Source: an optimization exercise on an open RTL-to-GDS flow (aim: small area, a short achievable clock period and few clock cycles per item). Production flows keep margins and buffers that such runs may drop. Where RTL was checked, it was by simulation tests only, not by an equivalence proof against the original.

== raven ==
Design decimal_digit_square_root, start of the top module:
module decimal_digit_square_root (
	input  wire logic                    clk,
	input  wire logic                    arst_n,
	input  wire logic                    start,
	output logic                         busy,
	input  wire logic signed [dds_pkg::RAD_W-1:0] radicand,
	output logic                         done,
	output logic [dds_pkg::ROOT_W-1:0]   root,
	output logic                         negative_input
);
export LEC_CHECK = 0
export CAP_MARGIN = 20
export CORE_MARGIN = 2
export CORE_UTILIZATION = 40
export CTS_BUF_LIST = sky130_fd_sc_hd__clkbuf_4 sky130_fd_sc_hd__clkbuf_8
export PLACE_DENSITY = 0.6
export SLEW_MARGIN = 20
export TNS_END_PERCENT = 30
create_clock -name core_clock -period 10.0 [get_ports {clk}]
standard.sh (not shown) runs the stock make flow with config.mk's settings and CLKGATE_MAP_FILE= SYNTH_SCRIPT=/design/flow/synth_recipe.tcl, a recipe that flattens the netlist after the stock synthesis.
==> flow/flow/run.sh <==
#!/bin/bash
set -euo pipefail
bash standard.sh finish SETUP_SLACK_MARGIN=6.5 \
	"BUFFER_PORTS_ARGS=-buffer_cell sky130_fd_sc_hd__buf_1" > standard.log 2>&1
Testbench counts of raven, summed over its fixed seeds: cycles 31,206, roots 2,400.
For lagoon, these inputs were changed with respect to raven:
- PLACE_DENSITY changed from 0.6 to 0.7
- GPL_ROUTABILITY_DRIVEN newly set to 0
- TNS_END_PERCENT removed (was 30)
--- outcome ---
lagoon | status: complete | timing, DRC, antenna: pass
Row worst setup slack: lagoon lower / raven higher
raven → lagoon: clock skew flat.
The sequential cell area was comparable across raven and lagoon.
Via count of the first global-routing pass, raven and lagoon: lower on raven
Input changes introduced in fjord (baseline for comparison: lagoon):
- a change of PLACE_DENSITY from 0.7 to 0.6
- an added SETUP_SLACK_MARGIN of 5
- a deleted GPL_ROUTABILITY_DRIVEN that had been 0
==> flow/run.sh (new file) <==
#!/bin/bash
# synth_recipe.tcl (not shown) runs the flow's synth.tcl, then flattens the netlist and writes it again
# the make line also repeats each setting of config.mk as NAME=value (left out here)
make -C /OpenROAD-flow-scripts/flow DESIGN_CONFIG=/design/flow/config.mk WORK_HOME=/design/flow/orfs CLKGATE_MAP_FILE= SYNTH_SCRIPT=/design/flow/synth_recipe.tcl finish
removed: flow/flow/run.sh
removed: flow/standard.sh
## What came out
- Of lagoon and fjord, the run reporting the higher hold slack was lagoon.
- Top achievable clock speed for fjord is lower than for lagoon.
- Summary of the comparison: global-route wire length before repair is lower in fjord, relative to lagoon.
- Diff lagoon -> fjord: largest net degree at the start of global routing dropped 9, final cell count dropped about 1.5%.
- fjord vs. lagoon: worst setup slack went down by 710 ps.
- | final routed wirelength across all metal layers | fjord vs lagoon | better |
- met2 routing resource usage after global routing for fjord: 0.90 points down relative to lagoon
- On final standard cell area without fillers, lagoon and fjord are basically level.
[inputs] willow vs fjord
- clearing SETUP_SLACK_MARGIN, which used to be 5
==> flow/flow/run.sh (new file) <==
#!/bin/bash
set -euo pipefail
bash standard.sh finish SETUP_SLACK_MARGIN=6.6 \
	"BUFFER_PORTS_ARGS=-buffer_cell sky130_fd_sc_hd__buf_1" > standard.log 2>&1
==> flow/standard.sh (new file) <==
#!/bin/bash
# synth_recipe.tcl (not shown) runs the flow's synth.tcl, then flattens the netlist and writes it again
# the make line also repeats each setting of config.mk as NAME=value (left out here)
make -C /OpenROAD-flow-scripts/flow DESIGN_CONFIG=/design/flow/config.mk WORK_HOME=/design/flow/orfs CLKGATE_MAP_FILE= SYNTH_SCRIPT=/design/flow/synth_recipe.tcl "${@:-finish}"
removed: flow/run.sh
### Flow results
Compare fjord and willow | design area higher: willow. Delta (willow minus fjord): fraction of area in clock buffers and inverters stayed essentially flat; maximum cell stage delay along the critical path rose by 100 ps; fill cell instance count of the final layout rose by 55. The worst-path cell with the longest stage delay comes out sky130_fd_sc_hd__and2_1 in one run and sky130_fd_sc_hd__dfrtp_4 in the other, namely in fjord and willow respectively. Looking at the reports, willow completed the entire flow and the layout it produced met the timing, DRC and antenna checks.

---

Another version of the RTL of decimal_digit_square_root (not shown whole).
Size: roughly 1300 cells after synthesis.
// decimal_digit_square_root
module decimal_digit_square_root (
	input  wire logic                    clk,
	input  wire logic                    arst_n,
	input  wire logic                    start,
	output logic                         busy,
	input  wire logic signed [dds_pkg::RAD_W-1:0] radicand,
	output logic                         done,
	output logic [dds_pkg::ROOT_W-1:0]   root,
	output logic                         negative_input
);
Settings: LEC_CHECK=0, CAP_MARGIN=20, CORE_MARGIN=2, CORE_UTILIZATION=40, PLACE_DENSITY=0.6, SLEW_MARGIN=20; clock period 10.0 ns.
==> flow/flow/run.sh <==
#!/bin/bash
set -euo pipefail
bash standard.sh finish SETUP_SLACK_MARGIN=7.5 > standard.log 2>&1
Then changed:
==> flow/flow/run.sh (replaced) <==
#!/bin/bash
set -euo pipefail
bash standard.sh finish SETUP_SLACK_MARGIN=6.8 \
	"BUFFER_PORTS_ARGS=-buffer_cell sky130_fd_sc_hd__buf_1" > standard.log 2>&1
--- a/flow/config.mk
+++ b/flow/config.mk
@@ -9,4 +9,5 @@
 export CORE_MARGIN = 2
 export CORE_UTILIZATION = 40
+export CTS_BUF_LIST = sky130_fd_sc_hd__clkbuf_4 sky130_fd_sc_hd__clkbuf_8
 export PLACE_DENSITY = 0.6
 export SLEW_MARGIN = 20
What happened: Non-clock buffer count goes down by 23; clock skew grows by 0.0037 ns; via count shrinks by 1.2%.
No functional check of the RTL was part of any run of this note.

---

The RTL this note starts from:
==> flow/design.v <==
`default_nettype none
package dds_pkg;
	localparam int unsigned RAD_W  = 64;
	localparam int unsigned ROOT_W = 32;
endpackage
`default_nettype wire
`default_nettype none
module dds_square (
	input  wire logic [30:0] rem,     
	input  wire logic [29:0] q,       
	input  wire logic [3:0]  bits,    
	output logic      [1:0]  digit,
	output logic      [30:0] rem_n    
);
	logic [35:0] r4;
	logic [35:0] t1;
	logic [35:0] t2;
	logic [35:0] t3;
	logic [35:0] a3;
	logic [35:0] b3;
	logic [35:0] s3;
	logic [35:0] c3;
	logic [36:0] t3w;
	assign r4 = {1'b0, rem, bits};
	assign t1 = r4 - {3'b000, q, 3'b001};
	assign t2 = r4 - {2'b00, q, 4'b0100};
	assign a3 = ~{2'b00, q, 4'b1000};
	assign b3 = ~{3'b000, q, 3'b001};
	assign s3 = r4 ^ a3 ^ b3;
	assign c3 = {(r4[34:0] & a3[34:0]) | (r4[34:0] & b3[34:0]) | (a3[34:0] & b3[34:0]), 1'b1};
	assign t3w = {s3, 1'b1} + {c3, 1'b1};
	assign t3 = t3w[36:1];
	always_comb begin
		if (!t3[35]) begin
			digit = 2'd3;
			rem_n = t3[30:0];
		end else if (!t2[35]) begin
			digit = 2'd2;
			rem_n = t2[30:0];
		end else if (!t1[35]) begin
			digit = 2'd1;
			rem_n = t1[30:0];
		end else begin
			digit = 2'd0;
			rem_n = r4[30:0];
		end
	end
endmodule
`default_nettype wire
`default_nettype none
module decimal_digit_square_root (
	input  wire logic                    clk,
	input  wire logic                    arst_n,
	input  wire logic                    start,
	output logic                         busy,
	input  wire logic signed [dds_pkg::RAD_W-1:0] radicand,
	output logic                         done,
	output logic [dds_pkg::ROOT_W-1:0]   root,
	output logic                         negative_input
);
	logic        busy_q;
	logic        done_q;
	logic        neg_q;
	logic [59:0] x_q;       
	logic [30:0] rem_q;     
	logic [31:0] q_q;       
	logic [3:0]  cnt_q;     
	logic        hz;
	logic [1:0]  d_hi;
	logic [1:0]  r_hi;
	logic [1:0]  d_lo;
	logic [2:0]  r_lo;
	logic [1:0]  digit;
	logic [30:0] rem_n;
	assign hz = (radicand[63:32] == 32'd0);
	always_comb begin
		if (radicand[62])            d_hi = 2'd2;
		else if (radicand[61:60] != 2'd0) d_hi = 2'd1;
		else                         d_hi = 2'd0;
		if (radicand[31:28] >= 4'd9)      d_lo = 2'd3;
		else if (radicand[31:28] >= 4'd4) d_lo = 2'd2;
		else if (radicand[31:28] >= 4'd1) d_lo = 2'd1;
		else                              d_lo = 2'd0;
	end
	assign r_hi = 2'({1'b0, radicand[62:60]} - 4'(d_hi * d_hi));
	assign r_lo = 3'(radicand[31:28] - 4'(d_lo * d_lo));
	dds_square u_step (
		.rem   (rem_q),
		.q     (q_q[29:0]),
		.bits  (x_q[59:56]),
		.digit (digit),
		.rem_n (rem_n)
	);
	always_ff @(posedge clk or negedge arst_n) begin
		if (!arst_n) begin
			busy_q <= 1'b0;
			done_q <= 1'b0;
		end else begin
			done_q <= 1'b0;
			if (!busy_q) begin
				if (start) begin
					if (radicand[63]) begin
						done_q <= 1'b1;
					end else begin
						busy_q <= 1'b1;
					end
				end
			end else if (cnt_q == 4'd0) begin
				busy_q <= 1'b0;
				done_q <= 1'b1;
			end
		end
	end
	always_ff @(posedge clk) begin
		if (!busy_q) begin
			x_q[59:32] <= hz ? radicand[27:0] : radicand[59:32];
			x_q[31:0]  <= radicand[31:0];
			neg_q      <= radicand[63];
			rem_q      <= {28'd0, hz ? r_lo : {1'b0, r_hi}};
			q_q        <= {30'd0, radicand[63] ? 2'd0 : (hz ? d_lo : d_hi)};
			cnt_q      <= hz ? 4'd6 : 4'd14;
		end else begin
			x_q[59:4]  <= x_q[55:0];
			x_q[3:0]   <= radicand[3:0];
			rem_q      <= rem_n;
			q_q        <= {q_q[29:0], digit};
			cnt_q      <= cnt_q - 4'd1;
		end
	end
	assign busy           = busy_q;
	assign done           = done_q;
	assign root           = q_q;
	assign negative_input = neg_q;
endmodule
`default_nettype wire
==> flow/config.mk <==
export PLATFORM = sky130hd
export DESIGN_NAME = decimal_digit_square_root
export DESIGN_NICKNAME = decimal_digit_square_root
export VERILOG_FILES = /design/flow/design.v
export SDC_FILE = /design/flow/constraint.sdc
export NUM_CORES = 4
export LEC_CHECK = 0
export ABC_AREA = 1
export CAP_MARGIN = 20
export CORE_MARGIN = 2
export CORE_UTILIZATION = 40
export CTS_BUF_LIST = sky130_fd_sc_hd__clkbuf_4 sky130_fd_sc_hd__clkbuf_8
export PLACE_DENSITY = 0.6
export SLEW_MARGIN = 20
==> flow/constraint.sdc <==
create_clock -name core_clock -period 10.0 [get_ports {clk}]
set_input_delay 2.0000 -clock core_clock [delete_from_list [all_inputs] [get_ports {clk}]]
set_output_delay 2.0000 -clock core_clock [all_outputs]
set_load 0.01 [all_outputs]
==> flow/flow/run.sh <==
#!/bin/bash
set -euo pipefail
bash standard.sh finish SETUP_SLACK_MARGIN=6.5 \
	"BUFFER_PORTS_ARGS=-buffer_cell sky130_fd_sc_hd__buf_1" > standard.log 2>&1
Next try:
==> flow/flow/run.sh (replaced) <==
#!/bin/bash
set -euo pipefail
bash standard.sh finish SETUP_SLACK_MARGIN=6.3 \
	"BUFFER_PORTS_ARGS=-buffer_cell sky130_fd_sc_hd__buf_1" > standard.log 2>&1
--- a/flow/config.mk
+++ b/flow/config.mk
@@ -7,3 +7,2 @@
 export LEC_CHECK = 0
-export ABC_AREA = 1
 export CAP_MARGIN = 20
Global-route usage drops by 2.3 points; worst hold slack gains 11 ps; routed wire length drops by 18%; fmax drops by 8.6%; setup slack loses 320 ps; area after synthesis drops by 11%; die area drops by 11%; design area drops by 7.6%; critical path depth drops by 2.
Next try:
==> flow/flow/run.sh (replaced) <==
#!/bin/bash
set -euo pipefail
bash standard.sh finish SETUP_SLACK_MARGIN=6.7 \
	"BUFFER_PORTS_ARGS=-buffer_cell sky130_fd_sc_hd__buf_1" > standard.log 2>&1
The new run finished with timing, DRC and antenna clean. Via count climbs by 1.8%. Global-route usage goes up by 0.60 points. Flip-flop and latch count does not change. Maximum frequency goes up by 1.8%. Critical path depth fell by 1. Core utilization went up by 1.9 points. Routed wire length increases by 2.3%.
Function was not checked in any run of this note: the RTL went through the layout flow alone.

[static timing again, ports no longer ideal]
No port has a modelled driver above. Below, the same layouts with a new extraction and two added sets of constraints.
Step 1, drivers: a clkbuf_16 drives clk and a buf_2 each remaining input, both assumed.
Step 2 adds t to the input delays and takes it off the output delays; t is the mean of the earliest and latest rising clock arrival at the registers after step 1. Input paths then give back, and output paths get back, about the clock's delay inside the block.
Slacks: ideal / step 1 / step 2; pairs: ideal / step 1.
run	shift t [ns]	setup WS [ns]	worst register clock-pin slew, ns	cell pins on the clock port's net
raven	0.507	6.613 / 6.613 / 6.149	0.10 / 0.10	1
lagoon	0.501	6.602 / 6.602 / 6.166	0.10 / 0.10	1
fjord	0.506	5.888 / 5.888 / 5.605	0.10 / 0.10	1
willow	0.501	6.704 / 6.664 / 6.284	0.10 / 0.10	1
the first run of note 2	0.474	4.503 / 4.491 / 4.017	0.07 / 0.07	1
the second run of note 2	0.518	4.650 / 4.638 / 4.121	0.10 / 0.10	1
the first run of note 3	0.510	6.638 / 6.638 / 6.268	0.10 / 0.10	1
the second run of note 3	0.506	6.322 / 6.322 / 6.029	0.11 / 0.11	1
the third run of note 3	0.528	6.386 / 6.386 / 6.233	0.11 / 0.11	1
After both steps every run listed still meets setup and hold. For the second run of note 2, which loses most, drivers alone change the setup slack by -0.012 ns; drivers and shift together by -0.529 ns.
